This design comes from an exercise in tuning for small area, a short achievable clock period and few clock cycles on the open sky130 flow, not from production work.
Where RTL was checked, it was by simulation tests only, not by an equivalence proof against the original.
Only the layout flow was run in runs 5 and 6; the RTL was not checked for function there.
No activity file was given, so power comes from the tool's default toggle rates.

<file path="flow/config.mk">
export PLATFORM = sky130hd
export DESIGN_NAME = led_matrix_scan_dimmer_unit
export DESIGN_NICKNAME = led_matrix_scan_dimmer_unit
export VERILOG_FILES = /design/flow/design.v
export SDC_FILE = /design/flow/constraint.sdc
export NUM_CORES = 4
export LEC_CHECK = 0
export CAP_MARGIN = 20
export CORE_MARGIN = 2
export CORE_UTILIZATION = 40
export SLEW_MARGIN = 20
</file>
<file path="flow/constraint.sdc">
create_clock -name core_clock -period 6.0 [get_ports {clk}]
set_input_delay 1.2000 -clock core_clock [delete_from_list [all_inputs] [get_ports {clk}]]
set_output_delay 1.2000 -clock core_clock [all_outputs]
set_load 0.01 [all_outputs]
</file>
<file path="flow/design.v">
package lmsd_pkg;
	localparam int WORD_W   = 16;
	localparam int LED_W    = 8;
	localparam int SCHED_W  = 6;
	localparam int LEVELS   = 4;
	localparam int CMD_W    = 2;
	localparam int REG_W    = 2;
	localparam int PANEL_W  = 3;
	localparam int ROW_W    = 3;
	localparam int COLOR_W  = 2;
	localparam int S_TDATA_W = 32;
	localparam int S_TUSER_W = 2;
	localparam int M_TDATA_W = 16;
	localparam int M_TUSER_W = 5;
	localparam int DEF_PANELS         = 5;
	localparam int DEF_ROWS           = 8;
	localparam int DEF_LEDS_PER_ROW   = 8;
	localparam int DEF_COLORS         = 3;
	localparam int DEF_REFRESH_CYCLES = 6;
	typedef enum logic [CMD_W-1:0] {
		CMD_TICK       = 2'd0,
		CMD_WRITE      = 2'd1,
		CMD_SWAP_DEFER = 2'd2,
		CMD_SWAP_NOW   = 2'd3
	} cmd_t;
	typedef enum logic [REG_W-1:0] {
		REG_SCHED_L0 = 2'd0,
		REG_SCHED_L1 = 2'd1,
		REG_SCHED_L2 = 2'd2,
		REG_SCHED_L3 = 2'd3
	} reg_idx_t;
	typedef enum logic {
		ST_IDLE  = 1'b0,
		ST_SWEEP = 1'b1
	} state_t;
	typedef logic [SCHED_W-1:0] sched_t;
	localparam sched_t SCHED_RST_L0 = 6'h00;
	localparam sched_t SCHED_RST_L1 = 6'h20;
	localparam sched_t SCHED_RST_L2 = 6'h24;
	localparam sched_t SCHED_RST_L3 = 6'h3f;
endpackage
module lmsd_ram #(
	parameter int WIDTH = 16,
	parameter int NRING = 10,
	parameter int LEN   = 24,
	parameter int STEP  = 6,
	parameter int NTAP  = 5,
	parameter int TSTEP = 3
) (
	input  logic                           clk,
	input  logic [NRING*(LEN/STEP)-1:0]    ins,
	input  logic [WIDTH-1:0]               wdata,
	output logic [NRING*WIDTH-1:0]         tap
);
	localparam int NPT = LEN / STEP;
	logic [WIDTH-1:0] wdata_n;
	assign wdata_n = ~wdata;
	for (genvar g = 0; g < NRING; g++) begin : g_ring
		logic [LEN*WIDTH-1:0] s_q;
		always_ff @(posedge clk) begin
			for (int j = 0; j < LEN; j++) begin
				if (j % STEP == 0) begin
					s_q[j*WIDTH +: WIDTH] <= ~(ins[g*NPT + j/STEP]
						? (((j / STEP) % 2 == 1) ? wdata : wdata_n)
						: s_q[((j + LEN - 1) % LEN)*WIDTH +: WIDTH]);
				end else begin
					s_q[j*WIDTH +: WIDTH] <= s_q[((j + LEN - 1) % LEN)*WIDTH +: WIDTH];
				end
			end
		end
		assign tap[g*WIDTH +: WIDTH] = s_q[((g % NTAP) * TSTEP)*WIDTH +: WIDTH];
	end
endmodule
module led_matrix_scan_dimmer_unit #(
	parameter int PANELS         = lmsd_pkg::DEF_PANELS,
	parameter int ROWS           = lmsd_pkg::DEF_ROWS,
	parameter int LEDS_PER_ROW   = lmsd_pkg::DEF_LEDS_PER_ROW,
	parameter int COLORS         = lmsd_pkg::DEF_COLORS,
	parameter int REFRESH_CYCLES = lmsd_pkg::DEF_REFRESH_CYCLES
) (
	input  logic                            clk,
	input  logic                            arst_n,
	input  logic                            s_tvalid,
	output logic                            s_tready,
	input  logic [lmsd_pkg::S_TDATA_W-1:0]  s_tdata,
	input  logic [lmsd_pkg::S_TUSER_W-1:0]  s_tuser,
	output logic                            m_tvalid,
	input  logic                            m_tready,
	output logic [lmsd_pkg::M_TDATA_W-1:0]  m_tdata,
	output logic [lmsd_pkg::M_TUSER_W-1:0]  m_tuser,
	output logic                            m_tlast,
	input  logic                            cfg_valid,
	output logic                            cfg_ready,
	input  logic [lmsd_pkg::REG_W-1:0]      cfg_index,
	input  logic [lmsd_pkg::SCHED_W-1:0]    cfg_data
);
	localparam int NPAN  = 5;
	localparam int NRING = 2 * NPAN;
	localparam int LEN   = 24;
	localparam int STEP  = 6;
	localparam int NPT   = LEN / STEP;
	localparam int QD    = 2;
	localparam int RC_W  = 3;
	logic [1:0]   in_cmd;
	logic         in_hidden;
	logic [2:0]   in_panel;
	logic [2:0]   in_row;
	logic [1:0]   in_color;
	logic [15:0]  in_word;
	assign in_cmd    = s_tuser[1:0];
	assign in_hidden = s_tdata[0];
	assign in_panel  = s_tdata[3:1];
	assign in_row    = s_tdata[6:4];
	assign in_color  = s_tdata[8:7];
	assign in_word   = s_tdata[24:9];
	function automatic logic [4:0] row_base(input logic [2:0] r);
		logic [4:0] v;
		case (r)
			3'd0: v = 5'd0;
			3'd1: v = 5'd15;
			3'd2: v = 5'd6;
			3'd3: v = 5'd21;
			3'd4: v = 5'd12;
			3'd5: v = 5'd3;
			3'd6: v = 5'd18;
			default: v = 5'd9;
		endcase
		row_base = v;
	endfunction
	function automatic logic [4:0] sub24(input logic [4:0] a, input logic [4:0] b);
		logic [5:0] t;
		t = {1'b0, a} - {1'b0, b};
		if (t[5]) begin
			t = t + 6'd24;
		end
		sub24 = t[4:0];
	endfunction
	lmsd_pkg::sched_t sched_q [lmsd_pkg::LEVELS];
	logic [2:0]   row_q;
	logic [RC_W-1:0] rc_q;
	logic         shown_q;
	logic         pend_q;
	logic [4:0]   ph_q, nph_q, nph_nx;
	logic [3:0]   clr_q;
	logic         clearing, clearing_nx;
	logic         cr_v;
	logic         cr_b;
	logic [2:0]   cr_r;
	logic [2:0]   cr_p;
	logic [1:0]   cr_c;
	logic [15:0]  cr_w;
	logic [1:0]   cr_m;
	logic [2:0]   cr_rem;
	logic         rdy_q;
	logic         act_v;
	logic         act_b;
	logic [2:0]   act_r;
	logic [3:0]   act_l;
	logic [4:0]   tgt_q;
	logic [2:0]   e_p;
	logic [1:0]   e_c;
	logic [QD-1:0] pv;
	logic         pb [QD];
	logic [2:0]   pr [QD];
	logic [3:0]   pl [QD];
	logic         ovld_q;
	logic [7:0]   led_q;
	logic [2:0]   orow_q;
	logic [2:0]   opanel_q;
	logic [1:0]   ocolor_q;
	logic         olast_q;
	logic         in_xfer;
	logic         tick;
	logic         wr_ok;
	logic         in_b;
	logic         commit;
	logic         ld;
	logic         act_done;
	logic         cr_v_nx;
	logic         pred;
	logic [4:0]   in_d1;
	logic [3:0]   lvl_eff;
	logic [NRING*NPT-1:0] ins;
	logic [15:0]  ins_data;
	logic [NRING*16-1:0] tap;
	logic [15:0]  word;
	logic [7:0]   led_nx;
	logic         cr_busy, in_busy;
	logic [2:0]   row_nx;
	logic [RC_W-1:0] rc_nx;
	logic         shown_nx;
	logic         pend_nx;
	logic [3:0]   lvl_on_nx;
	logic         a_v;
	logic         a_b;
	logic [2:0]   a_r;
	logic [3:0]   a_l;
	logic         a_new;
	logic [QD-1:0] qv;
	logic         qb [QD];
	logic [2:0]   qr [QD];
	logic [3:0]   ql [QD];
	assign cfg_ready = 1'b1;
	assign s_tready  = rdy_q;
	assign in_xfer   = s_tvalid && rdy_q;
	assign tick      = in_xfer && (in_cmd == lmsd_pkg::CMD_TICK);
	assign wr_ok     = in_xfer && (in_cmd == lmsd_pkg::CMD_WRITE)
		&& (in_panel < 3'(PANELS)) && (in_color < 2'(COLORS));
	assign in_b      = shown_q ^ in_hidden;
	always_comb begin
		cr_busy = act_v && (act_b == cr_b) && (act_r == cr_r) && ({cr_p, cr_c} >= {e_p, e_c});
		in_busy = act_v && (act_b == in_b) && (act_r == in_row) && ({in_panel, in_color} >= {e_p, e_c});
		for (int i = 0; i < QD; i++) begin
			cr_busy = cr_busy || (pv[i] && (pb[i] == cr_b) && (pr[i] == cr_r));
			in_busy = in_busy || (pv[i] && (pb[i] == in_b) && (pr[i] == in_row));
		end
	end
	assign nph_nx = (nph_q == 5'd23) ? 5'd0 : nph_q + 5'd1;
	assign clearing    = (clr_q != 4'(STEP));
	assign clearing_nx = (clr_q < 4'(STEP - 1));
	assign in_d1  = sub24(nph_nx, row_base(in_row) + 5'(in_color));
	assign commit = cr_v && (cr_rem == 3'd0) && !clearing && !cr_busy;
	always_comb begin
		for (int p = 0; p < NPAN; p++) begin
			for (int b = 0; b < 2; b++) begin
				for (int m = 0; m < NPT; m++) begin
					ins[(b*NPAN + p)*NPT + m] = clearing
						|| (commit && (cr_b == 1'(b)) && (cr_p == 3'(p)) && (cr_m == 2'(m)));
				end
			end
		end
	end
	assign ins_data = cr_w;
	lmsd_ram #(
		.WIDTH (16),
		.NRING (NRING),
		.LEN   (LEN),
		.STEP  (STEP),
		.NTAP  (NPAN),
		.TSTEP (3)
	) u_frame (
		.clk   (clk),
		.ins   (ins),
		.wdata (ins_data),
		.tap   (tap)
	);
	always_comb begin
		row_nx   = row_q + 3'd1;
		rc_nx    = rc_q;
		shown_nx = shown_q;
		pend_nx  = pend_q;
		if (row_q == 3'(ROWS - 1)) begin
			row_nx = '0;
			if (rc_q == RC_W'(REFRESH_CYCLES - 1)) begin
				rc_nx = '0;
				if (pend_q) begin
					shown_nx = !shown_q;
					pend_nx  = 1'b0;
				end
			end else begin
				rc_nx = rc_q + RC_W'(1);
			end
		end
	end
	always_comb begin
		lvl_on_nx = '0;
		for (int l = 0; l < lmsd_pkg::LEVELS; l++) begin
			for (int j = 0; j < lmsd_pkg::SCHED_W; j++) begin
				if (int'(rc_nx) == j) begin
					lvl_on_nx[l] = sched_q[l][j];
				end
			end
		end
	end
	assign word = tap[(act_b ? 5'(NPAN) + 5'(e_p) : 5'(e_p))*16 +: 16];
	always_comb begin
		lvl_eff = act_l;
		for (int p = 0; p < NPAN; p++) begin
			if ((e_p == 3'(p)) && (((3 * p) / STEP) % 2 == 1)) begin
				lvl_eff = {act_l[0], act_l[1], act_l[2], act_l[3]};
			end
		end
		for (int k = 0; k < 8; k++) begin
			led_nx[k] = lvl_eff[word[2*k +: 2]];
		end
	end
	assign ld       = act_v && (ph_q == tgt_q) && (!ovld_q || m_tready);
	assign act_done = ld && (e_p == 3'd4) && (e_c == 2'd2);
	always_comb begin
		a_v   = act_v;
		a_b   = act_b;
		a_r   = act_r;
		a_l   = act_l;
		a_new = 1'b0;
		qv    = pv;
		for (int i = 0; i < QD; i++) begin
			qb[i] = pb[i];
			qr[i] = pr[i];
			ql[i] = pl[i];
		end
		if (act_done) begin
			a_v   = pv[0];
			a_b   = pb[0];
			a_r   = pr[0];
			a_l   = pl[0];
			a_new = 1'b1;
			for (int i = 0; i < QD - 1; i++) begin
				qv[i] = pv[i+1];
				qb[i] = pb[i+1];
				qr[i] = pr[i+1];
				ql[i] = pl[i+1];
			end
			qv[QD-1] = 1'b0;
		end
		if (tick) begin
			if (!a_v) begin
				a_v   = 1'b1;
				a_b   = shown_nx;
				a_r   = row_nx;
				a_l   = lvl_on_nx;
				a_new = 1'b1;
			end else begin
				for (int i = QD - 1; i >= 0; i--) begin
					if (!qv[i] && (i == 0 || qv[i-1])) begin
						qv[i] = 1'b1;
						qb[i] = shown_nx;
						qr[i] = row_nx;
						ql[i] = lvl_on_nx;
					end
				end
			end
		end
	end
	assign cr_v_nx = wr_ok || (cr_v && !commit);
	always_comb begin
		if (wr_ok) begin
			pred = (in_d1 % STEP == 0) && !clearing_nx && !in_busy;
		end else begin
			pred = (cr_rem == 3'(STEP - 1)) && !clearing_nx && !cr_busy;
		end
	end
	always_ff @(posedge clk or negedge arst_n) begin
		if (!arst_n) begin
			sched_q[0] <= lmsd_pkg::SCHED_RST_L0;
			sched_q[1] <= lmsd_pkg::SCHED_RST_L1;
			sched_q[2] <= lmsd_pkg::SCHED_RST_L2;
			sched_q[3] <= lmsd_pkg::SCHED_RST_L3;
			row_q   <= '0;
			rc_q    <= '0;
			shown_q <= 1'b1;
			pend_q  <= 1'b0;
			ph_q    <= 5'd0;
			nph_q   <= 5'd1;
			clr_q   <= 4'd0;
			cr_v    <= 1'b0;
			rdy_q   <= 1'b0;
			act_v   <= 1'b0;
			pv      <= '0;
			e_p     <= 3'd0;
			e_c     <= 2'd0;
			ovld_q  <= 1'b0;
			cr_w    <= 16'h0;
			cr_m    <= 2'd0;
			cr_rem  <= 3'd0;
		end else begin
			if (wr_ok) begin
				cr_w <= in_word;
			end
			if (wr_ok) begin
				cr_m   <= 2'(in_d1 / STEP);
				cr_rem <= 3'(in_d1 % STEP);
			end else if (cr_rem == 3'(STEP - 1)) begin
				cr_rem <= 3'd0;
				cr_m   <= (cr_m == 2'(NPT - 1)) ? 2'd0 : cr_m + 2'd1;
			end else begin
				cr_rem <= cr_rem + 3'd1;
			end
			ph_q  <= nph_q;
			nph_q <= nph_nx;
			if (clearing) begin
				clr_q <= clr_q + 4'd1;
			end
			if (cfg_valid) begin
				case (cfg_index)
					lmsd_pkg::REG_SCHED_L0: sched_q[0] <= cfg_data;
					lmsd_pkg::REG_SCHED_L1: sched_q[1] <= cfg_data;
					lmsd_pkg::REG_SCHED_L2: sched_q[2] <= cfg_data;
					lmsd_pkg::REG_SCHED_L3: sched_q[3] <= cfg_data;
					default: ;
				endcase
			end
			if (in_xfer && (in_cmd == lmsd_pkg::CMD_SWAP_DEFER)) begin
				pend_q <= 1'b1;
			end
			if (in_xfer && (in_cmd == lmsd_pkg::CMD_SWAP_NOW)) begin
				shown_q <= !shown_q;
			end
			if (tick) begin
				row_q   <= row_nx;
				rc_q    <= rc_nx;
				shown_q <= shown_nx;
				pend_q  <= pend_nx;
			end
			cr_v  <= cr_v_nx;
			rdy_q <= !qv[QD-1] && (!cr_v_nx || pred) && !clearing_nx;
			act_v <= a_v;
			pv    <= qv;
			if (a_new) begin
				e_p <= 3'd0;
				e_c <= 2'd0;
			end else if (ld) begin
				if (e_c == 2'd2) begin
					e_c <= 2'd0;
					e_p <= e_p + 3'd1;
				end else begin
					e_c <= e_c + 2'd1;
				end
			end
			if (ld) begin
				ovld_q <= 1'b1;
			end else if (m_tready) begin
				ovld_q <= 1'b0;
			end
		end
	end
	always_ff @(posedge clk) begin
		if (wr_ok) begin
			cr_b <= in_b;
			cr_r <= in_row;
			cr_p <= in_panel;
			cr_c <= in_color;
		end
		act_b <= a_b;
		act_r <= a_r;
		act_l <= a_l;
		for (int i = 0; i < QD; i++) begin
			pb[i] <= qb[i];
			pr[i] <= qr[i];
			pl[i] <= ql[i];
		end
		if (a_new) begin
			tgt_q <= row_base(a_r);
		end else if (ld) begin
			tgt_q <= (tgt_q == 5'd23) ? 5'd0 : tgt_q + 5'd1;
		end
		if (ld) begin
			led_q    <= led_nx;
			orow_q   <= act_r;
			opanel_q <= e_p;
			ocolor_q <= e_c;
			olast_q  <= (e_p == 3'd4) && (e_c == 2'd2);
		end
	end
	assign m_tvalid = ovld_q;
	assign m_tdata  = {5'b0, led_q, orow_q};
	assign m_tuser  = {ocolor_q, opanel_q};
	assign m_tlast  = olast_q;
endmodule
</file>
<file path="flow/run.sh">
#!/bin/bash
# synth_recipe.tcl (not shown) runs the flow's synth.tcl, then flattens the netlist and writes it again
# the make line also repeats each setting of config.mk as NAME=value (left out here)
make -C /OpenROAD-flow-scripts/flow DESIGN_CONFIG=/design/flow/config.mk WORK_HOME=/design/flow/orfs CLKGATE_MAP_FILE= SYNTH_SCRIPT=/design/flow/synth_recipe.tcl finish
</file>
==> results.yml, run 1 <==
floorplan:
  die_w_um: 486.3
  dieArea_sq_um: 236500
  rows: 177
  coreArea_sq_um: 231900
  pin_count: 72
  fp.dieH_um: 486.3
  initial_core_util_pct: 40.13
grt:
  grt_pass1_wl_um: 245300
  antenna_found_initial: 12
  grt_overflow: 0
  grt_pass1_vias: 40720
  grt_max_degree: 49
  grt.total_usage_pct: 13.62
synth:
  syn_inst: 5864
  yosys.area.top_type_share_pct: 82.97
  yosysTopAreaCell: "dfxtp_1"
  synth.distinct_cells: 66
  postSynth.asyncResetShare_pct: 1.963
  synth-edff-count: 39
  ys_seq_area_share_pct: 86.34
  syn_avg_cell_area_sq_um: 15.87
  synth.most_common_cell: "dfxtp_1"
  netlist_area_sq_um: 93040
  synthTopCellsByCount: "dfxtp_1 (3856), mux2i_1 (390), a21oi_1 (358)"
  yosysWarnings: 10
  ys_ff_latch: 3973
  synth_top_flop_cell: "dfxtp_1"
  synthTopCellsByArea: "dfxtp_1 (83%), mux2i_1 (4.2%), a21oi_1 (1.9%), dfrtp_1 (1.8%), nor2_1 (1.4%)"
timing:
  layout_min_cycle_time_ns: 4.716
  hold_viol: 0
  setup_tns_ns: 0
  max-slew-margin-rel_pct: 21.81
  period_share_pct: 78.59
  worst_pin_slew_ns: 1.170
  rsz0062_at_grt: "no"
  max_freq_mhz: 212.1
  skew_ns: 0.07858
  finalSetupViolCount: 0
  slew_viol_final: 0
placement:
  routabilityCongestion: 0.8211
  dp_cells: 8821
  numPortBuffers: 58
  post-dp-hpwl_um: 92500
drt:
  drtAntennaViolNets: 0
  wirelength_um: 160000
  firstDrtPassIters: 7
  viasPerCell: 4.252
  drt-initial-drc-count: 2047
  num_vias: 40250
  drc_errors: 0
  wl_per_cell_um: 16.90
finish:
  fill_cells: 19370
  multiInputGateArea_sq_um: 11770
  regArea_sq_um: 80350
  fin_cells: 9465
  drive_gt1_share_pct: 11.78
  synthToLayoutAreaGrowth_pct: 17.45
  fin_nets: 6240
worst_setup_path:
  cp.depth: 19
  crit_type: "in2reg"
  slowest_stage: "clkdlybuf4s50_1"
  critPathCaptureType: "register"
  cp.required_ns: 6.82
  slowest_delay_ns: 0.46
  crit_fanout: 8
  startpoint_type: "primary input"
  cp_top_family: "compound AO/OA/AOI/OAI gates"
  crit_path_frequent_cell: "ha_1"
  worst-path-buf-inv: 2
  cp.arrival_ns: 5.54
  path_cells: "clkdlybuf4s50_1 > buf_4 > ha_1 > fa_1 > xnor2_1 > xnor2_1 > ha_1 > a21oi_1 > a2111oi_0 > a31oi_1 > nand3_1 > mux2i_1 > ha_1 > nor2_1 > nand2_1 > or3_1 > o32ai_1 > o31ai_1 > a211oi_1"
  ff2ff_path_depth: 13
power:
  p_per_area_nw_per_um2: 453.0
  leakagePower_uw: 0.04506
  p_total_uw: 49510
  max-vdd-ir-drop_mv: 0.2872
cts:
  h-tree-depth: 5
  cts_hold_buf: 0
  root_buffer: "clkbuf_16"
  clock_latency_ns: 0.94
  cts_resized: 0
  clk_pin_slew_ns: 0.06
  cts_tree: "built"
  clockBufferDepth: 4
  clock-sinks: 3973
  cts_buffers: 371
  post-cts-setup-buffer-count: 0
min_path:
  hold_depth: 0
  hold_class: "reg2reg"
run_status:
  status: "complete, no violations"
job:
  maxCapViolCount: 0
==> worst paths after layout <==
path	start	to	slack [ns]
setup / recovery	s_tdata[4]	rdy_q	1.28
hold / removal	u_frame.g_ring[6].s_q[204]	u_frame.g_ring[6].s_q[220]	0.27
setup reg to reg	e_p[0]	tgt_q[2]	1.86
hold reg to reg	u_frame.g_ring[6].s_q[204]	u_frame.g_ring[6].s_q[220]	0.27
max in group asynchronous	arst_n	cr_w[15]	4.55
min in group asynchronous	arst_n	cr_w[4]	0.28
==> per-layer routing <==
layer  GRT usage, %  vias up  wire (um)
met4          5.856        0       5675
met3          2.658      321       6396
li1               -    19680          -
met5              0        -          0
met1          18.91    19560      77770
met2          20.73      695      70120
==> power breakdown <==
part,leakage [uW],internal (uW),total [uW],switching [uW]
Combinational,0.00670,127,262,135
Sequential,0.0324,26500,26500,21.3
Clock,0.00595,13600,22800,9170
Total,0.0451,40200,49500,9330
==> sequential cells by signal, summed over array words and instances (netlist names), 5 cells and up <==
| signal | count |
|---|---|
| u_frame.g_ring.s_q | 3840 |
| sched_q | 24 |
| cr_w | 16 |
| led_q | 8 |
| pl | 8 |
| pr | 6 |
| nph_q | 5 |
| ph_q | 5 |
| tgt_q | 5 |
==> stage by stage <==
stage | util (%) | hold slack, ns | worst slack [ns] | cell area (sq um)
finish | 47.13 | 0.2738 | 1.284 | 109300
floorplan | - | 0.3096 | 0.9826 | 93060
global route | 47.12 | 0.2684 | 0.9865 | 109300
detailed placement | 41.90 | 0.3121 | 0.4358 | 97160
global placement | 41.86 | 0.3096 | 0.3494 | 97050
CTS | 47.11 | 0.2100 | 1.420 | 109200
==> area by class of cell <==
| cell class | count | area share, % |
|---|---|---|
| Clock buffer | 555 | 10.12 |
| Multi-Input combinational cell | 1650 | 10.77 |
| Timing Repair Buffer | 115 | 1.012 |
| Inverter | 41 | 0.1408 |
| Sequential cell | 3973 | 73.53 |
| Antenna cell | 7 | 0.01603 |
| Clock inverter | 81 | 0.9240 |
| Tap cell | 3043 | 3.484 |
==> cell usage in the layout, fill, tap and decap left out, types with 17 or more instances in the layout <==
master	Yosys	routed
o21ai_0	57	57
xnor2_1	23	22
edfxtp_1	39	39
xor2_1	22	22
dfrtp_1	67	51
mux2i_1	390	389
clkbuf_8	0	79
a21oi_4	12	17
clkdlybuf4s50_1	0	57
buf_4	22	52
mux2_2	34	34
clkbuf_1	128	91
mux4_2	32	32
nand2_1	102	102
a21oi_1	358	339
bufinv_16	0	21
inv_1	41	40
clkinv_2	0	43
dfxtp_1	3856	3856
clkbuf_16	0	385
nor2_1	356	356
a22oi_1	21	21
ha_1	39	39
nand3_1	24	24
==> logic make-up (layout without fill, tap and decap cells) <==
group,count (synthesis),after routing,share of synthesized area [%]
AOI/OAI and AO/OA,536,536,3.466
xor gates and xnor gates,45,45,0.4236
muxes,457,457,5.406
other,2,13,0.008072
and+or+nand+nor,565,565,2.593
DFF,3973,3973,86.34
adders and majority gates,41,41,0.5675
buffers and inverters,245,792,1.197
Testbench counts, summed over its fixed seeds: cycles 12,776.
==> run 2: changes to the inputs <==
--- a/flow/design.v
+++ b/flow/design.v
@@ -115,2 +115,16 @@
 	assign in_word   = s_tdata[24:9];
+	function automatic logic [1:0] row_q6(input logic [2:0] r);
+		logic [1:0] v;
+		case (r)
+			3'd0: v = 2'd0;
+			3'd1: v = 2'd2;
+			3'd2: v = 2'd1;
+			3'd3: v = 2'd3;
+			3'd4: v = 2'd2;
+			3'd5: v = 2'd0;
+			3'd6: v = 2'd3;
+			default: v = 2'd1;
+		endcase
+		row_q6 = v;
+	endfunction
 	function automatic logic [4:0] row_base(input logic [2:0] r);
@@ -129,10 +143,2 @@
 	endfunction
-	function automatic logic [4:0] sub24(input logic [4:0] a, input logic [4:0] b);
-		logic [5:0] t;
-		t = {1'b0, a} - {1'b0, b};
-		if (t[5]) begin
-			t = t + 6'd24;
-		end
-		sub24 = t[4:0];
-	endfunction
 	lmsd_pkg::sched_t sched_q [lmsd_pkg::LEVELS];
@@ -142,3 +148,7 @@
 	logic         pend_q;
-	logic [4:0]   ph_q, nph_q, nph_nx;
+	logic [4:0]   ph_q;
+	logic [2:0]   n6r_q;
+	logic [1:0]   n3_q, n3_nx;
+	logic         n2_q;
+	logic [1:0]   n6_q;
 	logic [3:0]   clr_q;
@@ -152,3 +162,3 @@
 	logic [1:0]   cr_m;
-	logic [2:0]   cr_rem;
+	logic [15:0]  bmask;
 	logic         rdy_q;
@@ -180,3 +190,2 @@
 	logic         pred;
-	logic [4:0]   in_d1;
 	logic [3:0]   lvl_eff;
@@ -211,13 +220,22 @@
 		cr_busy = act_v && (act_b == cr_b) && (act_r == cr_r) && ({cr_p, cr_c} >= {e_p, e_c});
-		in_busy = act_v && (act_b == in_b) && (act_r == in_row) && ({in_panel, in_color} >= {e_p, e_c});
 		for (int i = 0; i < QD; i++) begin
 			cr_busy = cr_busy || (pv[i] && (pb[i] == cr_b) && (pr[i] == cr_r));
-			in_busy = in_busy || (pv[i] && (pb[i] == in_b) && (pr[i] == in_row));
 		end
+		for (int h = 0; h < 2; h++) begin
+			for (int r = 0; r < 8; r++) begin
+				bmask[h*8 + r] = act_v && ((act_b ^ shown_q) == 1'(h)) && (act_r == 3'(r));
+				for (int i = 0; i < QD; i++) begin
+					bmask[h*8 + r] = bmask[h*8 + r]
+						|| (pv[i] && ((pb[i] ^ shown_q) == 1'(h)) && (pr[i] == 3'(r)));
+				end
+			end
+		end
+		in_busy = bmask[{in_hidden, in_row}];
 	end
-	assign nph_nx = (nph_q == 5'd23) ? 5'd0 : nph_q + 5'd1;
+	assign n3_nx = (n3_q == 2'd2) ? 2'd0 : n3_q + 2'd1;
 	assign clearing    = (clr_q != 4'(STEP));
 	assign clearing_nx = (clr_q < 4'(STEP - 1));
-	assign in_d1  = sub24(nph_nx, row_base(in_row) + 5'(in_color));
-	assign commit = cr_v && (cr_rem == 3'd0) && !clearing && !cr_busy;
+	assign commit = cr_v && (n3_q == cr_c) && (n2_q == (cr_r[0] ^ cr_c[0]))
+		&& !clearing && !cr_busy;
+	assign cr_m = n6_q - row_q6(cr_r);
 	always_comb begin
@@ -336,5 +354,7 @@
 		if (wr_ok) begin
-			pred = (in_d1 % STEP == 0) && !clearing_nx && !in_busy;
+			pred = (in_color == n3_nx) && ((in_row[0] ^ in_color[0]) != n2_q)
+				&& !clearing_nx && !in_busy;
 		end else begin
-			pred = (cr_rem == 3'(STEP - 1)) && !clearing_nx && !cr_busy;
+			pred = (cr_c == n3_nx) && ((cr_r[0] ^ cr_c[0]) != n2_q)
+				&& !clearing_nx && !cr_busy;
 		end
@@ -352,3 +372,6 @@
 			ph_q    <= 5'd0;
-			nph_q   <= 5'd1;
+			n6r_q   <= 3'd1;
+			n3_q    <= 2'd1;
+			n2_q    <= 1'b1;
+			n6_q    <= 2'd0;
 			clr_q   <= 4'd0;
@@ -362,4 +385,2 @@
 			cr_w    <= 16'h0;
-			cr_m    <= 2'd0;
-			cr_rem  <= 3'd0;
 		end else begin
@@ -368,13 +389,11 @@
 			end
-			if (wr_ok) begin
-				cr_m   <= 2'(in_d1 / STEP);
-				cr_rem <= 3'(in_d1 % STEP);
-			end else if (cr_rem == 3'(STEP - 1)) begin
-				cr_rem <= 3'd0;
-				cr_m   <= (cr_m == 2'(NPT - 1)) ? 2'd0 : cr_m + 2'd1;
+			ph_q <= (ph_q == 5'd23) ? 5'd0 : ph_q + 5'd1;
+			n3_q <= n3_nx;
+			n2_q <= !n2_q;
+			if (n6r_q == 3'd5) begin
+				n6r_q <= 3'd0;
+				n6_q  <= n6_q + 2'd1;
 			end else begin
-				cr_rem <= cr_rem + 3'd1;
+				n6r_q <= n6r_q + 3'd1;
 			end
-			ph_q  <= nph_q;
-			nph_q <= nph_nx;
 			if (clearing) begin
--- a/flow/config.mk
+++ b/flow/config.mk
@@ -9,3 +9,6 @@
 export CORE_MARGIN = 2
-export CORE_UTILIZATION = 40
+export CORE_UTILIZATION = 55
+export CTS_CLUSTER_DIAMETER = 80
+export CTS_CLUSTER_SIZE = 30
+export SETUP_SLACK_MARGIN = 3.0
 export SLEW_MARGIN = 20
==> run 2 against run 1 <==
  * Still clean on timing, DRC and antenna
  * Global-route usage is 5.2 points higher
  * Total power is 21% lower
  * Sequential cell count is 2 lower
  * Critical path type unchanged
==> results.yml, run 2 <==
cts:
  clock-sinks: 3971
  clockBufferDepth: 3
  h-tree-depth: 4
  clock_latency_ns: 0.81
  root_buffer: "clkbuf_16"
  clk_pin_slew_ns: 0.10
  cts_buffers: 153
  cts_tree: "built"
grt:
  grt_max_degree: 58
  grt_pass1_vias: 36480
  grt.total_usage_pct: 18.84
  grt_overflow: 0
  antenna_found_initial: 4
  grt_util_met1_pct: 28.78
  grt_pass1_wl_um: 237900
  top_usage_layer: "met1"
  gr-usage-met3_pct: 2.833
  grtUsageMet2_pct: 27.73
floorplan:
  die_w_um: 415.8
  dieArea_sq_um: 172900
  fp.dieH_um: 415.8
  pin_count: 72
  initial_core_util_pct: 55.22
  rows: 151
  coreArea_sq_um: 168900
worst_setup_path:
  cp.required_ns: 6.55
  cp.arrival_ns: 3.53
  ff2ff_path_depth: 6
  startpoint_type: "primary input"
  crit_fanout: 7
  crit_type: "in2reg"
  critPathCaptureType: "register"
placement:
  numPortBuffers: 58
  post-dp-hpwl_um: 94140
  routabilityCongestion: 0.7851
  postPlaceCellArea_sq_um: 96550
  post-place-ws_ns: 1.610
drt:
  drtAntennaViolNets: 0
  wirelength_um: 162800
  drc_errors: 0
  wl_per_cell_um: 20.45
  drt-initial-drc-count: 2169
  firstDrtPassIters: 5
  num_vias: 37330
  viasPerCell: 4.689
timing:
  timing.final.ws_setup_ns: 3.024
  finalSetupViolCount: 0
  worst_pin_slew_ns: 1.078
  skew_ns: 0.03310
  hold-worst-slack_ns: 0.3014
  rsz0062_at_grt: "yes"
  hold_viol: 0
  setup_tns_ns: 0
  layout_min_cycle_time_ns: 2.976
  period_share_pct: 49.60
  slew_viol_final: 0
  max-slew-margin-rel_pct: 28.16
  max_freq_mhz: 336.0
synth:
  yosysTopAreaCell: "dfxtp_1"
  synthTopCellsByArea: "dfxtp_1 (83%), mux2i_1 (7.4%), dfrtp_1 (1.7%), edfxtp_1 (1.3%), mux4_2 (0.77%)"
  postSynth.asyncResetShare_pct: 1.914
  synthTopCellsByCount: "dfxtp_1 (3856), mux2i_1 (691), clkbuf_1 (90)"
  syn_avg_cell_area_sq_um: 16.97
  ys_seq_area_share_pct: 86.07
  syn_inst: 5495
  synth.most_common_cell: "dfxtp_1"
  yosysWarnings: 10
  yosys.area.top_type_share_pct: 82.76
  synth.distinct_cells: 71
  synth_top_flop_cell: "dfxtp_1"
  ys_ff_latch: 3971
  synth-edff-count: 39
  netlist_area_sq_um: 93280
power:
  p_per_area_nw_per_um2: 381.7
  max-vdd-ir-drop_mv: 0.2919
  leakagePower_uw: 0.04359
finish:
  final_common_cell: "dfxtp_1"
  fin_nets: 5771
  synthToLayoutAreaGrowth_pct: 9.328
  postLayoutCellArea_sq_um: 102000
  fin_util_pct: 60.38
  layout_common_cells: "dfxtp_1 (3855), mux2i_1 (682), clkbuf_16 (160), buf_4 (118), nand2_1 (73)"
  top_register: "u_frame.g_ring.s_q"
  largest_registers: "u_frame.g_ring.s_q x3840, sched_q x24, cr_w x16"
  largest_reg_flops: 3840
  drive_gt1_share_pct: 9.631
min_path:
  hold_class: "reg2reg"
  hold_depth: 0
run_status:
  status: "complete, no violations"
job:
  maxCapViolCount: 0
[run 2: changes by cell type after synthesis, sizes merged, moves of 13 or more]
cell | previous run | this run
clkbuf | 128 | 90
mux2 | 34 | 62
nor2 | 356 | 65
a2111oi | 13 | 0
a21oi | 370 | 40
mux2i | 391 | 691
ha | 39 | 21
nand2 | 102 | 76
[run 2: final timing paths]
check,startpoint,endpoint,slack (ns)
hold reg to reg,u_frame.g_ring[5].s_q[303],u_frame.g_ring[5].s_q[319],0.30
hold / removal,u_frame.g_ring[5].s_q[303],u_frame.g_ring[5].s_q[319],0.30
max in group asynchronous,arst_n,cr_w[12],4.41
setup / recovery,s_tuser[1],tgt_q[2],3.02
setup reg to reg,e_p[1],led_q[7],3.03
min in group asynchronous,arst_n,cr_w[2],0.53
[run 2: stage by stage]
stage          cells  power, uW
2_1_floorplan   5499      27110
3_3_place_gp    7684      27180
3_5_place_dp    7685      27180
6_report        7962      38920
5_1_grt         7960      40190
4_1_cts         7930      39260
[run 2: worst max-delay path, cell delays in order]
cell and delay (ns):
clkdlybuf4s50_1 0.50, or3_4 0.51, nor2_2 0.16, a21oi_4 0.11
nor2_1 0.20, a21oi_4 0.07, ha_2 0.19, or3_1 0.36
mux2i_1 0.14, mux2i_1 0.09
[run 2: per-layer routing]
layer	up-vias	wire, um
li1	18190	-
met1	18420	84320
met2	501	68930
met3	226	5179
met4	2	4375
met5	-	18
[run 2: what timing repair did]
action                                 in CTS  in global routing
gates resized for setup                    82                 45
setup endpoints to repair                 590                256
hold buffers                                0                  0
gates cloned                                2                  0
endpoints found under the hold margin       0                  0
pin swaps                                  33                  6
buffers inserted                           49                 30
[run 2: final cells by class]
class | instances | area [sq um]
Antenna cell | 2 | 5.005
Timing Repair Buffer | 216 | 2079
Tap cell | 2218 | 2775
Clock buffer | 178 | 4071
Sequential cell | 3971 | 80290
Inverter | 48 | 183.9
Fill cell | 12690 | 66930
Clock inverter | 16 | 226.5
Multi-Input combinational cell | 1313 | 12350
[run 2: cell families after synthesis]
| logic type | after synthesis | synth area share, % |
|---|---|---|
| AO/OA/AOI/OAI | 196 | 1.671 |
| XOR/XNOR | 46 | 0.4319 |
| adder cells (fa/ha/maj) | 21 | 0.2817 |
| buffers and inverters | 215 | 1.241 |
| flip-flops | 3971 | 86.07 |
| multiplexers | 785 | 8.936 |
| other | 2 | 0.008051 |
| AND/OR/NAND/NOR | 259 | 1.360 |
[run 2: report_power, final]
group	internal [uW]	leakage (uW)	switching [uW]	total, uW
clock network	4930	0.00210	7420	12300
logic	67.6	0.00903	59.4	127
registers	26400	0.0325	22.0	26400
Testbench counts of run 2, summed over its fixed seeds: cycles 12,776.
==> run 3: changes to the inputs <==
--- a/flow/config.mk
+++ b/flow/config.mk
@@ -12,3 +12,3 @@
 export CTS_CLUSTER_SIZE = 30
-export SETUP_SLACK_MARGIN = 3.0
+export SETUP_SLACK_MARGIN = 4.0
 export SLEW_MARGIN = 20
==> run 3 against run 2 <==
  * Register-to-register slack gained 0.08 ns
  * Clock power is essentially flat
  * Critical path depth grew 4
  * Synthesized cell count is the same
==> results.yml, run 3 <==
finish:
  largest_registers: "u_frame.g_ring.s_q x3840, sched_q x24, cr_w x16"
  top_register: "u_frame.g_ring.s_q"
  final_common_cell: "dfxtp_1"
  largest_reg_flops: 3840
  synthToLayoutAreaGrowth_pct: 13.09
  drive_gt1_share_pct: 13.81
  fin_nets: 5897
  fin_util_pct: 62.45
  layout_common_cells: "dfxtp_1 (3851), mux2i_1 (657), clkbuf_16 (167), buf_12 (96), buf_4 (84)"
  fill_cells: 12130
synth:
  synth_top_flop_cell: "dfxtp_1"
  synth_top_family_by_area: "multiplexers"
  synth-simple-area-share_pct: 1.360
  synthTopCellsByCount: "dfxtp_1 (3856), mux2i_1 (691), clkbuf_1 (90)"
  syn_avg_cell_area_sq_um: 16.97
  postSynth.asyncResetShare_pct: 1.914
  synthTopCellsByArea: "dfxtp_1 (83%), mux2i_1 (7.4%), dfrtp_1 (1.7%), edfxtp_1 (1.3%), mux4_2 (0.77%)"
  synth-edff-count: 39
  yosysWarnings: 10
  synthXorXnorAreaFrac_pct: 0.4319
  ys_ff_latch: 3971
  synth-adder-area-share_pct: 0.2817
  synth.distinct_cells: 71
  synth.most_common_cell: "dfxtp_1"
  yosys.area.top_type_share_pct: 82.76
  yosysTopAreaCell: "dfxtp_1"
  netlist_area_sq_um: 93280
  syn_inst: 5495
  ys_seq_area_share_pct: 86.07
  synthMuxAreaShare_pct: 8.936
  synth_compound_area_share_pct: 1.671
floorplan:
  die_w_um: 415.8
  fp.dieH_um: 415.8
  pin_count: 72
  rows: 151
  coreArea_sq_um: 168900
  initial_core_util_pct: 55.22
  dieArea_sq_um: 172900
worst_setup_path:
  cp.required_ns: 6.55
  cp.arrival_ns: 3.45
  path_cells: "inv_2 > ha_4 > and4b_2 > nand2_2 > nor4_4 > buf_6 > a21oi_4 > nor2_2 > a21oi_4 > inv_2 > ha_4 > or3_1 > mux2i_1 > mux2i_1"
  cp_top_family: "simple AND/OR/NAND/NOR gates"
  reg2reg_from: "e_p[1]"
  crit_fanout: 6
  startpoint_type: "register"
  slowest_stage: "dfrtp_2"
  crit_type: "reg2reg"
  slowest_delay_ns: 0.40
  critPathCaptureType: "register"
  worstSetupStartpoint: "e_p[1]"
  worst-path-buf-inv: 3
timing:
  max-slew-margin-rel_pct: 25.14
  slew_viol_final: 0
  layout_min_cycle_time_ns: 2.893
  setup_tns_ns: 0
  max_freq_mhz: 345.7
  worst_pin_slew_ns: 1.122
  period_share_pct: 48.21
  rsz0062_at_grt: "yes"
  hold_viol: 0
  skew_ns: 0.02982
  finalSetupViolCount: 0
placement:
  routabilityCongestion: 0.7696
  post-dp-hpwl_um: 93480
  numPortBuffers: 58
cts:
  clock_latency_ns: 0.83
  cts_buffers: 155
  cts_hold_buf: 0
  clockBufferDepth: 3
  root_buffer: "clkbuf_16"
  cts_tree: "built"
  h-tree-depth: 4
  clk_pin_slew_ns: 0.10
  clock-sinks: 3971
grt:
  grt_max_degree: 56
  grt_overflow: 0
  grt.total_usage_pct: 19.48
  antenna_found_initial: 5
  grt_pass1_wl_um: 246400
  grt_pass1_vias: 37370
drt:
  num_vias: 38160
  drc_errors: 0
  drt-initial-drc-count: 2341
  viasPerCell: 4.715
  wirelength_um: 171700
  firstDrtPassIters: 5
  wl_per_cell_um: 21.21
  drtAntennaViolNets: 0
power:
  p_per_area_nw_per_um2: 370.4
  max-vdd-ir-drop_mv: 0.3168
  leakagePower_uw: 0.04498
min_path:
  hold_class: "reg2reg"
  min_from: "u_frame.g_ring[2].s_q[47]"
run_status:
  status: "complete, no violations"
job:
  maxCapViolCount: 0
==> run 3: cell type report <==
cell class	instances	area [sq um]	area share, %
clock buffer	179	4075	3.863
tap	2218	2775	2.631
sequential	3971	80300	76.13
multi-input combinational	1313	13170	12.48
clock inverter	22	310.3	0.2942
timing repair buffer	340	4654	4.412
antenna	3	7.507	0.007117
inverter	48	193.9	0.1838
==> run 3: power by group <==
group / internal (uW) / total, uW / switching, uW / leakage (uW)
combinational: 68.7 / 129 / 60.4 / 0.0104
clock: 5000 / 12500 / 7490 / 0.00214
sequential: 26400 / 26400 / 23.0 / 0.0325
==> run 3: what timing repair did <==
action | in CTS | in global routing
endpoints found under the setup margin | 763 | 741
gates resized for setup | 502 | 110
cloned | 16 | 9
pin swaps | 57 | 58
setup buffers | 145 | 43
==> run 3: cell families after synthesis <==
family,Yosys count
muxes,785
DFF,3971
other,2
AOI/OAI and AO/OA,196
and+or+nand+nor,259
buffers and inverters,215
xor gates and xnor gates,46
adders and majority gates,21
==> run 3: through the flow <==
step                      power, uW  std cells  area (sq um)  hold WS [ns]  setup slack, ns
final                         39080       8094        105500        0.3154            3.107
after global routing          40340       8092        105500        0.3184            3.035
after CTS                     39410       8039        104400        0.3060            3.133
after detailed placement      27180       7677         96670        0.3121            1.432
after global placement        27180       7677         96670        0.3095            1.482
after floorplan               27110       5499         93890        0.3096            2.705
==> run 3: metal layers <==
layer	track usage [%]	vias up	part of all wire [%]	routed length (um)
li1	-	18480	-	-
met1	30.29	18960	52	89640
met2	28.55	502	43	73260
met3	2.665	213	2.9	5038
met4	5.251	0	2.2	3753
met5	0	-	0	0
==> run 3: path summary, 6_finish.rpt <==
check | slack, ns | depth (start not counted) | end
setup / recovery | 3.11 | 14 | tgt_q[2]
setup reg to reg | 3.11 | 14 | tgt_q[2]
hold / removal | 0.32 | 0 | u_frame.g_ring[2].s_q[63]
max in group asynchronous | 4.35 | 2 | cr_w[10]
hold reg to reg | 0.32 | 0 | u_frame.g_ring[2].s_q[63]
min in group asynchronous | 0.48 | 1 | rc_q[1]
==> run 4: changes to the inputs <==
--- a/flow/config.mk
+++ b/flow/config.mk
@@ -9,6 +9,6 @@
 export CORE_MARGIN = 2
-export CORE_UTILIZATION = 55
+export CORE_UTILIZATION = 60
 export CTS_CLUSTER_DIAMETER = 80
 export CTS_CLUSTER_SIZE = 30
-export SETUP_SLACK_MARGIN = 4.0
+export SETUP_SLACK_MARGIN = 5.0
 export SLEW_MARGIN = 20
==> run 4 against run 3 <==
  * Synthesized cell count did not move
  * Clock-buffer cell count fell by 6
  * Clock skew rose by 0.0061 ns
  * Still clean on timing, DRC and antenna
  * Register-to-register slack got worse by 0.03 ns
==> results.yml, run 4 <==
run_status:
  status: "complete, no violations"
power:
  internal_power_uw: 31460
  p_sw_share_pct: 19.32
  p_per_area_nw_per_um2: 369.1
  max-vdd-ir-drop_mv: 0.3362
  leakagePower_uw: 0.04531
  switchingPower_uw: 7534
  p_total_uw: 39000
  p_clk_share_pct: 31.8
  comb_power_share_pct: 0.4
  p_seq_share_pct: 67.8
timing:
  max_freq_mhz: 342.2
  layout_min_cycle_time_ns: 2.922
  hold-worst-slack_ns: 0.3029
  setup_tns_ns: 0
  max-slew-margin-rel_pct: 39.26
  finalSetupViolCount: 0
  rsz0062_at_grt: "yes"
  hold_viol: 0
  period_share_pct: 48.71
  skew_ns: 0.03595
  slew_viol_final: 0
  worst_pin_slew_ns: 0.9028
drt:
  num_vias: 37980
  drc_errors: 0
  drt-initial-drc-count: 2210
  drtAntennaViolNets: 0
  viasPerCell: 4.782
  firstDrtPassIters: 6
  wl_per_cell_um: 21.27
  wirelength_um: 169000
worst_setup_path:
  crit_type: "reg2reg"
  path_cells: "inv_4 > ha_4 > mux2i_4 > buf_12 > buf_16 > buf_4 > mux4_2 > a22oi_2 > o21ai_2 > mux2i_2"
  worst-path-buf-inv: 4
  critPathCaptureType: "register"
  reg2reg_slack_ns: 3.08
  worstReg2RegEnd: "led_q[1]"
  worstSetupStartpoint: "e_p[0]"
  cp.arrival_ns: 3.55
  slowest_stage: "mux4_2"
  cp.required_ns: 6.62
  crit_fanout: 8
  startpoint_type: "register"
  cp_top_family: "multiplexers"
  ff2ff_path_depth: 10
  slowest_delay_ns: 0.62
  reg2reg_from: "e_p[0]"
floorplan:
  rows: 144
  coreArea_sq_um: 154200
  pin_count: 72
  die_w_um: 398.3
  initial_core_util_pct: 60.48
  dieArea_sq_um: 158600
  fp.dieH_um: 398.3
cts:
  cts_tree: "built"
  clockBufferDepth: 3
  root_buffer: "clkbuf_16"
  cts_buffers: 154
  clk_pin_slew_ns: 0.11
  clock_latency_ns: 0.81
  cts_hold_buf: 0
  h-tree-depth: 4
  clock-sinks: 3971
synth:
  netlist_area_sq_um: 93280
  synthMuxAreaShare_pct: 8.936
  yosys.area.top_type_share_pct: 82.76
  postSynth.asyncResetShare_pct: 1.914
  synth_top_flop_cell: "dfxtp_1"
  synthTopCellsByCount: "dfxtp_1 (3856), mux2i_1 (691), clkbuf_1 (90)"
  synthTopCellsByArea: "dfxtp_1 (83%), mux2i_1 (7.4%), dfrtp_1 (1.7%), edfxtp_1 (1.3%), mux4_2 (0.77%)"
  syn_inst: 5495
  yosysTopAreaCell: "dfxtp_1"
  synth-adder-area-share_pct: 0.2817
  ys_ff_latch: 3971
  synth_top_family_by_area: "multiplexers"
  synth-simple-area-share_pct: 1.360
  synthXorXnorAreaFrac_pct: 0.4319
  synth-edff-count: 39
  syn_avg_cell_area_sq_um: 16.97
  synth_compound_area_share_pct: 1.671
  ys_seq_area_share_pct: 86.07
  yosysWarnings: 10
  synth.most_common_cell: "dfxtp_1"
  synth.distinct_cells: 71
finish:
  fin_nets: 5926
  drive_gt1_share_pct: 14.82
  layout_common_cells: "dfxtp_1 (3852), mux2i_1 (670), clkbuf_16 (166), buf_4 (118), buf_12 (84)"
  largest_reg_flops: 3840
  largest_registers: "u_frame.g_ring.s_q x3840, sched_q x24, cr_w x16"
  postLayoutCellArea_sq_um: 105600
  synthToLayoutAreaGrowth_pct: 13.26
  top_register: "u_frame.g_ring.s_q"
  fin_cells: 7942
  final_common_cell: "dfxtp_1"
grt:
  grt_pass1_wl_um: 243500
  grt_overflow: 0
  antenna_found_initial: 2
  grt.total_usage_pct: 21.24
  grt_max_degree: 43
  grt_pass1_vias: 37220
job:
  maxCapViolCount: 0
placement:
  post-dp-hpwl_um: 89780
  numPortBuffers: 58
  routabilityCongestion: 0.7837
  dp_cells: 7515
  postPlaceCellArea_sq_um: 96740
min_path:
  hold_class: "in2async"
-- run 4: metrics by stage --
| stage | utilization [%] | setup WS [ns] |
|---|---|---|
| 3_3_place_gp | 62.71 | 1.518 |
| 3_5_place_dp | 62.73 | 1.518 |
| 6_report | 68.50 | 3.078 |
| 4_1_cts | 67.79 | 3.071 |
| 5_1_grt | 68.49 | 2.991 |
| 2_1_floorplan | - | 2.705 |
-- run 4: routing by layer --
layer / vias up / part of all wire, % / GRT usage (%)
li1: 18520 / - / -
met1: 18690 / 50 / 31.77
met5: - / 0 / 0
met2: 558 / 44 / 31.73
met4: 0 / 2.7 / 6.873
met3: 217 / 3.5 / 3.416
-- run 4: kinds of logic (layout without fill, tap and decap cells) --
family                     Yosys count  in the layout
DFF                               3971           3971
and+or+nand+nor                    259            259
adders and majority gates           21             21
muxes                              785            785
AOI/OAI and AO/OA                  196            196
xor gates and xnor gates            46             47
other                                2             13
buffers and inverters              215            606
-- run 4: final cells by class --
cell class | instances | area, sq um
multi-input combinational | 1314 | 13420
fill | 10430 | 48580
sequential | 3971 | 80310
tap | 2044 | 2557
clock buffer | 173 | 4074
inverter | 48 | 201.4
timing repair buffer | 369 | 4827
antenna | 7 | 17.52
clock inverter | 16 | 241.5
-- run 4: power by group through the flow --
| stage | Combinational (uW) | Sequential (uW) | Clock [uW] |
|---|---|---|---|
| floorplan | 80.8 | 27000 | 0 |
| global placement | 140 | 27100 | 0 |
| detailed placement | 143 | 27100 | 0 |
| CTS | 146 | 26400 | 12700 |
| global route | 163 | 26500 | 13600 |
| finish | 150 | 26400 | 12400 |
-- run 4: how the worst max path moves through the flow --
stage / cells after the start / slack (ns) / end
after detailed placement: 11 / 1.52 / tgt_q[2]
after CTS: 11 / 3.07 / led_q[2]
after global placement: 11 / 1.52 / tgt_q[2]
after global routing: 11 / 2.99 / led_q[3]
after floorplan: 12 / 2.71 / tgt_q[2]
final: 10 / 3.08 / led_q[1]
-- run 4: worst reg2reg max path, cell delays in order, from the launching register on --
cell,delay (ns)
dfrtp_2,0.45
inv_4,0.07
ha_4,0.21
mux2i_4,0.23
buf_12,0.18
buf_16,0.21
buf_4,0.15
mux4_2,0.62
a22oi_2,0.23
o21ai_2,0.10
mux2i_2,0.29
-- run 4: what timing repair did --
item	CTS	global route
endpoints found under the hold margin	0	0
pin swaps	61	68
resized for setup	504	135
endpoints found under the setup margin	853	811
buffers inserted	145	57
gates cloned	25	4
==> run 5: changes to the inputs <==
--- a/flow/design.v
+++ b/flow/design.v
@@ -168,3 +168,8 @@
 	logic [3:0]   act_l;
-	logic [4:0]   tgt_q;
+	logic [4:0]   tgt_q, tgt_nx;
+	logic         hit_q;
+	logic [NRING-1:0] rsel_q, rsel_nx;
+	logic [3:0]   leff_q, leff_nx;
+	logic [2:0]   e_p_nx;
+	logic         new_idle;
 	logic [2:0]   e_p;
@@ -190,3 +195,2 @@
 	logic         pred;
-	logic [3:0]   lvl_eff;
 	logic [NRING*NPT-1:0] ins;
@@ -292,15 +296,12 @@
 	end
-	assign word = tap[(act_b ? 5'(NPAN) + 5'(e_p) : 5'(e_p))*16 +: 16];
 	always_comb begin
-		lvl_eff = act_l;
-		for (int p = 0; p < NPAN; p++) begin
-			if ((e_p == 3'(p)) && (((3 * p) / STEP) % 2 == 1)) begin
-				lvl_eff = {act_l[0], act_l[1], act_l[2], act_l[3]};
-			end
+		word = '0;
+		for (int g = 0; g < NRING; g++) begin
+			word = word | (tap[g*16 +: 16] & {16{rsel_q[g]}});
 		end
 		for (int k = 0; k < 8; k++) begin
-			led_nx[k] = lvl_eff[word[2*k +: 2]];
+			led_nx[k] = leff_q[word[2*k +: 2]];
 		end
 	end
-	assign ld       = act_v && (ph_q == tgt_q) && (!ovld_q || m_tready);
+	assign ld       = act_v && hit_q && (!ovld_q || m_tready);
 	assign act_done = ld && (e_p == 3'd4) && (e_c == 2'd2);
@@ -351,2 +352,27 @@
 	end
+	assign new_idle = tick && (!act_v || (act_done && !pv[0]));
+	always_comb begin
+		if (new_idle) begin
+			tgt_nx = row_base(row_nx);
+		end else if (ld) begin
+			tgt_nx = (tgt_q == 5'd23) ? 5'd0 : tgt_q + 5'd1;
+		end else begin
+			tgt_nx = tgt_q;
+		end
+		e_p_nx  = e_p;
+		rsel_nx = rsel_q;
+		if (a_new) begin
+			e_p_nx  = 3'd0;
+			rsel_nx = a_b ? NRING'(1 << NPAN) : NRING'(1);
+		end else if (ld && (e_c == 2'd2)) begin
+			e_p_nx  = e_p + 3'd1;
+			rsel_nx = {rsel_q[NRING-2:0], 1'b0};
+		end
+		leff_nx = a_l;
+		for (int p = 0; p < NPAN; p++) begin
+			if ((e_p_nx == 3'(p)) && (((3 * p) / STEP) % 2 == 1)) begin
+				leff_nx = {a_l[0], a_l[1], a_l[2], a_l[3]};
+			end
+		end
+	end
 	assign cr_v_nx = wr_ok || (cr_v && !commit);
@@ -426,12 +452,7 @@
 			pv    <= qv;
+			e_p <= e_p_nx;
 			if (a_new) begin
-				e_p <= 3'd0;
 				e_c <= 2'd0;
 			end else if (ld) begin
-				if (e_c == 2'd2) begin
-					e_c <= 2'd0;
-					e_p <= e_p + 3'd1;
-				end else begin
-					e_c <= e_c + 2'd1;
-				end
+				e_c <= (e_c == 2'd2) ? 2'd0 : e_c + 2'd1;
 			end
@@ -459,7 +480,6 @@
 		end
-		if (a_new) begin
-			tgt_q <= row_base(a_r);
-		end else if (ld) begin
-			tgt_q <= (tgt_q == 5'd23) ? 5'd0 : tgt_q + 5'd1;
-		end
+		tgt_q  <= tgt_nx;
+		hit_q  <= (((ph_q == 5'd23) ? 5'd0 : ph_q + 5'd1) == tgt_nx);
+		rsel_q <= rsel_nx;
+		leff_q <= leff_nx;
 		if (ld) begin
--- a/flow/config.mk
+++ b/flow/config.mk
@@ -9,6 +9,6 @@
 export CORE_MARGIN = 2
-export CORE_UTILIZATION = 60
+export CORE_UTILIZATION = 55
 export CTS_CLUSTER_DIAMETER = 80
 export CTS_CLUSTER_SIZE = 30
-export SETUP_SLACK_MARGIN = 5.0
+export SETUP_SLACK_MARGIN = 3.5
 export SLEW_MARGIN = 20
==> run 5 against run 4 <==
  * Synthesized cell count grew 0.56%
  * Via count rose by 2.4%
  * Final area is essentially flat
  * Total power rose by 10%
  * Sequential power increased by 5%
  * Clock-buffer cell count is 6 higher
  * Clock power hardly changed
  * Sequential share of layout area grew 0.30 points
  * Still clean on timing, DRC and antenna
  * Largest power group unchanged
  * Setup slack better by 0.11 ns
==> results.yml, run 5 <==
synth:
  synth-edff-count: 44
  yosys.area.top_type_share_pct: 82.81
  synth_top_flop_cell: "dfxtp_1"
  syn_avg_cell_area_sq_um: 16.91
  synth.most_common_cell: "dfxtp_1"
  ys_ff_latch: 3986
  synth.distinct_cells: 74
  synthTopCellsByArea: "dfxtp_1 (83%), mux2i_1 (7.2%), dfrtp_1 (1.7%), edfxtp_1 (1.4%), mux2_2 (0.67%)"
  ys_seq_area_share_pct: 86.28
  postSynth.asyncResetShare_pct: 1.907
  netlist_area_sq_um: 93460
  yosysTopAreaCell: "dfxtp_1"
  syn_inst: 5526
  synthTopCellsByCount: "dfxtp_1 (3866), mux2i_1 (671), clkbuf_1 (105)"
  yosysWarnings: 10
timing:
  hold-worst-slack_ns: 0.2968
  skew_ns: 0.03643
  layout_min_cycle_time_ns: 2.814
  slew_viol_final: 0
  rsz0062_at_grt: "yes"
  timing.final.ws_setup_ns: 3.186
  max-slew-margin-rel_pct: 31.49
  finalSetupViolCount: 0
  max_freq_mhz: 355.4
  setup_tns_ns: 0
  hold_viol: 0
  worst_pin_slew_ns: 1.028
  period_share_pct: 46.89
finish:
  top_register: "u_frame.g_ring.s_q"
  largest_reg_flops: 3840
  fin_cells: 8139
  synthToLayoutAreaGrowth_pct: 13.08
  postLayoutCellArea_sq_um: 105700
  layout_common_cells: "dfxtp_1 (3863), mux2i_1 (637), clkbuf_16 (171), buf_4 (116), buf_12 (94)"
  largest_registers: "u_frame.g_ring.s_q x3840, sched_q x24, cr_w x16"
  fin_nets: 5940
  drive_gt1_share_pct: 12.77
  final_common_cell: "dfxtp_1"
min_path:
  hold_depth: 0
  min_from: "u_frame.g_ring[5].s_q[266]"
  hold_end: "u_frame.g_ring[5].s_q[282]"
  hold_class: "reg2reg"
drt:
  drtAntennaViolNets: 0
  firstDrtPassIters: 5
  drt-initial-drc-count: 2386
  wl_per_cell_um: 22.28
  num_vias: 38890
  wirelength_um: 181300
  drc_errors: 0
  viasPerCell: 4.778
cts:
  clock-sinks: 3986
  clockBufferDepth: 3
  cts_buffers: 156
  cts_hold_buf: 0
  root_buffer: "clkbuf_16"
  clk_pin_slew_ns: 0.11
  clock_latency_ns: 0.85
  h-tree-depth: 4
  cts_tree: "built"
placement:
  numPortBuffers: 58
  post-place-ws_ns: 1.597
  dp_cells: 7712
  post-dp-hpwl_um: 97940
  postPlaceCellArea_sq_um: 96830
  routabilityCongestion: 0.8030
worst_setup_path:
  crit_fanout: 5
  startpoint_type: "register"
  cp.required_ns: 6.75
  crit_type: "reg2reg"
  cp.arrival_ns: 3.56
  reg2reg_slack_ns: 3.19
  critPathCaptureType: "register"
  ff2ff_path_depth: 13
  worstReg2RegEnd: "u_frame.g_ring[3].s_q[14]"
  reg2reg_from: "e_p[0]"
grt:
  grt_pass1_vias: 37930
  grt_pass1_wl_um: 254100
  antenna_found_initial: 2
  grt.total_usage_pct: 20.28
  grt_max_degree: 41
  grt_overflow: 0
power:
  leakagePower_uw: 0.04312
  p_per_area_nw_per_um2: 405.8
  max-vdd-ir-drop_mv: 0.3055
run_status:
  status: "complete, no violations"
job:
  maxCapViolCount: 0
floorplan:
  rows: 151
  fp.dieH_um: 416.2
  die_w_um: 416.2
  coreArea_sq_um: 169100
  initial_core_util_pct: 55.27
  pin_count: 72
  dieArea_sq_um: 173200
==> run 5: routing by layer <==
layer / vias to the layer above / GRT usage [%] / share of wire [%]
met1: 19360 / 30.73 / 51
met5: - / 0 / 0
li1: 18680 / - / -
met2: 598 / 30.35 / 43
met3: 251 / 2.737 / 3.1
met4: 0 / 6.163 / 3.0
==> run 5: cell families after synthesis <==
logic type | synth area share (%)
xor gates and xnor gates | 0.4485
AOI/OAI and AO/OA | 2.305
and+or+nand+nor | 1.505
DFF | 86.28
other | 0.008036
adders and majority gates | 0.2865
muxes | 7.861
buffers and inverters | 1.307
==> run 5: area by class of cell <==
class	count	area, sq um
flip-flops and latches	3986	80650
fillers	12180	63410
multi-input cells	1325	12810
repair buffers	361	4876
clock buffers	179	4096
well taps	2218	2775
clock inverters	23	296.5
inverters	43	165.2
diodes	3	7.507
repair inverters	1	5.005
==> run 5: through the flow <==
stage / total power (uW) / utilization [%]
floorplan: 29370 / -
global placement: 30540 / 57.25
CTS: 43080 / 61.83
finish: 42880 / 62.50
detailed placement: 30580 / 57.26
global route: 44320 / 62.49
==> run 5: repair_timing <==
action / 4_1_cts / 5_1_grt
resized for setup: 410 / 101
setup endpoints to repair: 736 / 688
buffers inserted: 143 / 42
pin swaps: 43 / 33
endpoints found under the hold margin: 0 / 0
gates cloned: 27 / 10
==> run 5: worst max-delay path: stages, from the launching register on <==
cell and delay [ns]:
dfrtp_1 0.41, inv_2 0.11, ha_4 0.22, a21oi_2 0.13
o21ai_2 0.09, a31oi_4 0.22, o21ai_4 0.08, buf_6 0.14
buf_6 0.10, or2_4 0.28, o31ai_4 0.39, buf_4 0.19
buf_12 0.14, mux2i_1 0.19
==> run 5: how the worst max path moves through the flow <==
stage	start	endpoint	slack, ns	cells past startpoint
after floorplan	m_tready	hit_q	3.36	8
after global placement	clr_q[0]	u_frame.g_ring[7].s_q[204]	1.67	9
after detailed placement	clr_q[0]	u_frame.g_ring[7].s_q[204]	1.60	9
after CTS	led_q[1]	m_tdata[4]	3.21	1
after global routing	e_p[0]	u_frame.g_ring[3].s_q[14]	3.13	13
final	e_p[0]	u_frame.g_ring[3].s_q[14]	3.19	13
==> run 5: where the power goes <==
| part | internal, uW | total (uW) | switching [uW] | leakage [uW] |
|---|---|---|---|---|
| logic | 876 | 2670 | 1800 | 0.00831 |
| clock network | 5000 | 12600 | 7570 | 0.00214 |
| registers | 27200 | 27600 | 450 | 0.0327 |
| total | 33100 | 42900 | 9820 | 0.0431 |
==> run 6: changes to the inputs <==
--- a/flow/config.mk
+++ b/flow/config.mk
@@ -10,2 +10,3 @@
 export CORE_UTILIZATION = 55
+export CTS_BUF_LIST = sky130_fd_sc_hd__clkbuf_8 sky130_fd_sc_hd__clkbuf_16
 export CTS_CLUSTER_DIAMETER = 80
==> run 6 against run 5 <==
  * Critical path depth unchanged
  * Maximum frequency up 0.64%
  * Combinational power about the same
  * Highest routed layer unchanged
  * Total power about the same
  * Global-route usage unchanged
  * Clock-buffer cell count down 18
==> results.yml, run 6 <==
timing:
  skew_ns: 0.03483
  hold-worst-slack_ns: 0.3014
  hold_viol: 0
  max_freq_mhz: 357.7
  finalSetupViolCount: 0
  layout_min_cycle_time_ns: 2.796
  timing.final.ws_setup_ns: 3.204
  rsz0062_at_grt: "yes"
  worst_pin_slew_ns: 1.051
  slew_viol_final: 0
  setup_tns_ns: 0
  period_share_pct: 46.59
  max-slew-margin-rel_pct: 29.94
synth:
  ys_seq_area_share_pct: 86.28
  synth.distinct_cells: 74
  ys_ff_latch: 3986
  synthTopCellsByArea: "dfxtp_1 (83%), mux2i_1 (7.2%), dfrtp_1 (1.7%), edfxtp_1 (1.4%), mux2_2 (0.67%)"
  yosys.area.top_type_share_pct: 82.81
  synth.most_common_cell: "dfxtp_1"
  synth-edff-count: 44
  syn_inst: 5526
  synth_top_flop_cell: "dfxtp_1"
  synthTopCellsByCount: "dfxtp_1 (3866), mux2i_1 (671), clkbuf_1 (105)"
  yosysWarnings: 10
  yosysTopAreaCell: "dfxtp_1"
  netlist_area_sq_um: 93460
  syn_avg_cell_area_sq_um: 16.91
  postSynth.asyncResetShare_pct: 1.907
finish:
  final_common_cell: "dfxtp_1"
  synthToLayoutAreaGrowth_pct: 13.08
  top_register: "u_frame.g_ring.s_q"
  largest_reg_flops: 3840
  fin_util_pct: 62.50
  largest_registers: "u_frame.g_ring.s_q x3840, sched_q x24, cr_w x16"
  layout_common_cells: "dfxtp_1 (3863), mux2i_1 (637), clkbuf_16 (171), buf_4 (116), buf_12 (94)"
  fin_nets: 5940
  drive_gt1_share_pct: 12.77
placement:
  post-place-ws_ns: 1.597
  routabilityCongestion: 0.8030
  post-dp-hpwl_um: 97940
  numPortBuffers: 58
worst_setup_path:
  crit_type: "reg2reg"
  reg2reg_slack_ns: 3.20
  worstReg2RegEnd: "u_frame.g_ring[3].s_q[14]"
  critPathCaptureType: "register"
  cp.arrival_ns: 3.54
  crit_fanout: 5
  reg2reg_from: "e_p[0]"
  startpoint_type: "register"
  cp.required_ns: 6.75
  ff2ff_path_depth: 13
cts:
  cts_hold_buf: 0
  root_buffer: "clkbuf_16"
  cts_tree: "built"
  clock_latency_ns: 0.85
  cts_buffers: 156
  clk_pin_slew_ns: 0.10
  h-tree-depth: 4
  clockBufferDepth: 3
  clock-sinks: 3986
drt:
  drt-initial-drc-count: 2540
  viasPerCell: 4.773
  num_vias: 38850
  drtAntennaViolNets: 0
  wl_per_cell_um: 22.29
  drc_errors: 0
  firstDrtPassIters: 5
  wirelength_um: 181400
grt:
  grt_pass1_vias: 37930
  antenna_found_initial: 2
  grt_max_degree: 41
  grt_pass1_wl_um: 254100
  grt.total_usage_pct: 20.28
  grt_overflow: 0
floorplan:
  dieArea_sq_um: 173200
  rows: 151
  die_w_um: 416.2
  pin_count: 72
  initial_core_util_pct: 55.27
  coreArea_sq_um: 169100
  fp.dieH_um: 416.2
min_path:
  hold_depth: 0
  hold_class: "reg2reg"
  min_from: "u_frame.g_ring[5].s_q[266]"
  hold_end: "u_frame.g_ring[5].s_q[282]"
job:
  maxCapViolCount: 0
power:
  leakagePower_uw: 0.04319
  max-vdd-ir-drop_mv: 0.3052
  p_per_area_nw_per_um2: 405.5
run_status:
  status: "complete, no violations"
==> run 6: layout make-up <==
| class | count | area [sq um] |
|---|---|---|
| clock buffer | 161 | 4029 |
| fill | 12190 | 63420 |
| multi-input combinational | 1325 | 12810 |
| sequential | 3986 | 80650 |
| timing repair buffer | 361 | 4876 |
| timing repair inverter | 1 | 5.005 |
| clock inverter | 41 | 364.1 |
| antenna | 2 | 5.005 |
| tap | 2218 | 2775 |
| inverter | 43 | 165.2 |
==> run 6: logic make-up after synthesis <==
family | Yosys count | synth area share [%]
XOR/XNOR | 47 | 0.4485
multiplexers | 727 | 7.861
flip-flops | 3986 | 86.28
AO/OA/AOI/OAI | 243 | 2.305
adder cells (fa/ha/maj) | 22 | 0.2865
AND/OR/NAND/NOR | 275 | 1.505
buffers and inverters | 224 | 1.307
other | 2 | 0.008036
==> run 6: power breakdown <==
part	leakage, uW	switching, uW	internal [uW]	total (uW)
registers	0.0327	451	27200	27600
clock network	0.00222	7570	4970	12500
logic	0.00831	1800	876	2670
==> run 6: what timing repair did <==
action / in CTS / in global routing
resized for setup: 410 / 101
cloned: 27 / 10
buffers inserted: 143 / 42
pin swaps: 43 / 33
endpoints found under the setup margin: 736 / 688
==> run 6: routing by layer <==
metal | up-vias | share of wire [%] | track usage, %
li1 | 18680 | - | -
met1 | 19350 | 51 | 30.73
met2 | 574 | 43 | 30.36
met3 | 247 | 2.9 | 2.737
met4 | 0 | 2.9 | 6.163
met5 | - | 0 | 0
==> run 6: metrics by stage <==
stage | instances | instance area [sq um] | power [uW]
CTS | 8084 | 104500 | 43050
floorplan | 5530 | 93620 | 29370
detailed placement | 7712 | 96830 | 30580
global route | 8136 | 105700 | 44290
finish | 8138 | 105700 | 42850
global placement | 7711 | 96810 | 30540
==> run 6: critical path, cell delays in order (launching register included) <==
cell and delay, ns:
dfrtp_1 0.40, inv_2 0.11, ha_4 0.22, a21oi_2 0.13, o21ai_2 0.09, a31oi_4 0.22
o21ai_4 0.08, buf_6 0.14, buf_6 0.11, or2_4 0.28, o31ai_4 0.38, buf_4 0.19
buf_12 0.14, mux2i_1 0.19
==> run 6: how the worst max path moves through the flow <==
stage,cells past startpoint,slack (ns),from,to
finish,13,3.20,e_p[0],u_frame.g_ring[3].s_q[14]
global route,13,3.13,e_p[0],u_frame.g_ring[3].s_q[14]
CTS,1,3.21,led_q[1],m_tdata[4]
detailed placement,9,1.60,clr_q[0],u_frame.g_ring[7].s_q[204]
global placement,9,1.67,clr_q[0],u_frame.g_ring[7].s_q[204]
floorplan,8,3.36,m_tready,hit_q

afterwards: timing with drivers on the ports:
The flow's constraints put no driver on any port. The routed layouts listed below were extracted and timed again, unchanged, in two steps. Step 1, drivers: a clkbuf_16 drives clk and a buf_2 each remaining input, both assumed. Step 2 times the ports against the registers' clock, not the clock port: input delays grow and output delays shrink by t, the midpoint of the rising clock arrivals with the driver on. a / b / c = ideal ports / drivers / drivers and shift; a / b = the first two.
run	t (ns)	slack for setup (ns)
run 1	0.992	1.284 / 1.341 / 0.349
run 2	0.879	3.024 / 3.031 / 2.209
run 3	0.889	3.107 / 3.107 / 2.307
run 4	0.877	3.078 / 3.078 / 2.424
run 5	0.912	3.186 / 3.186 / 2.606
run 6	0.911	3.204 / 3.204 / 2.600
After both steps setup and hold are still met in every run listed.
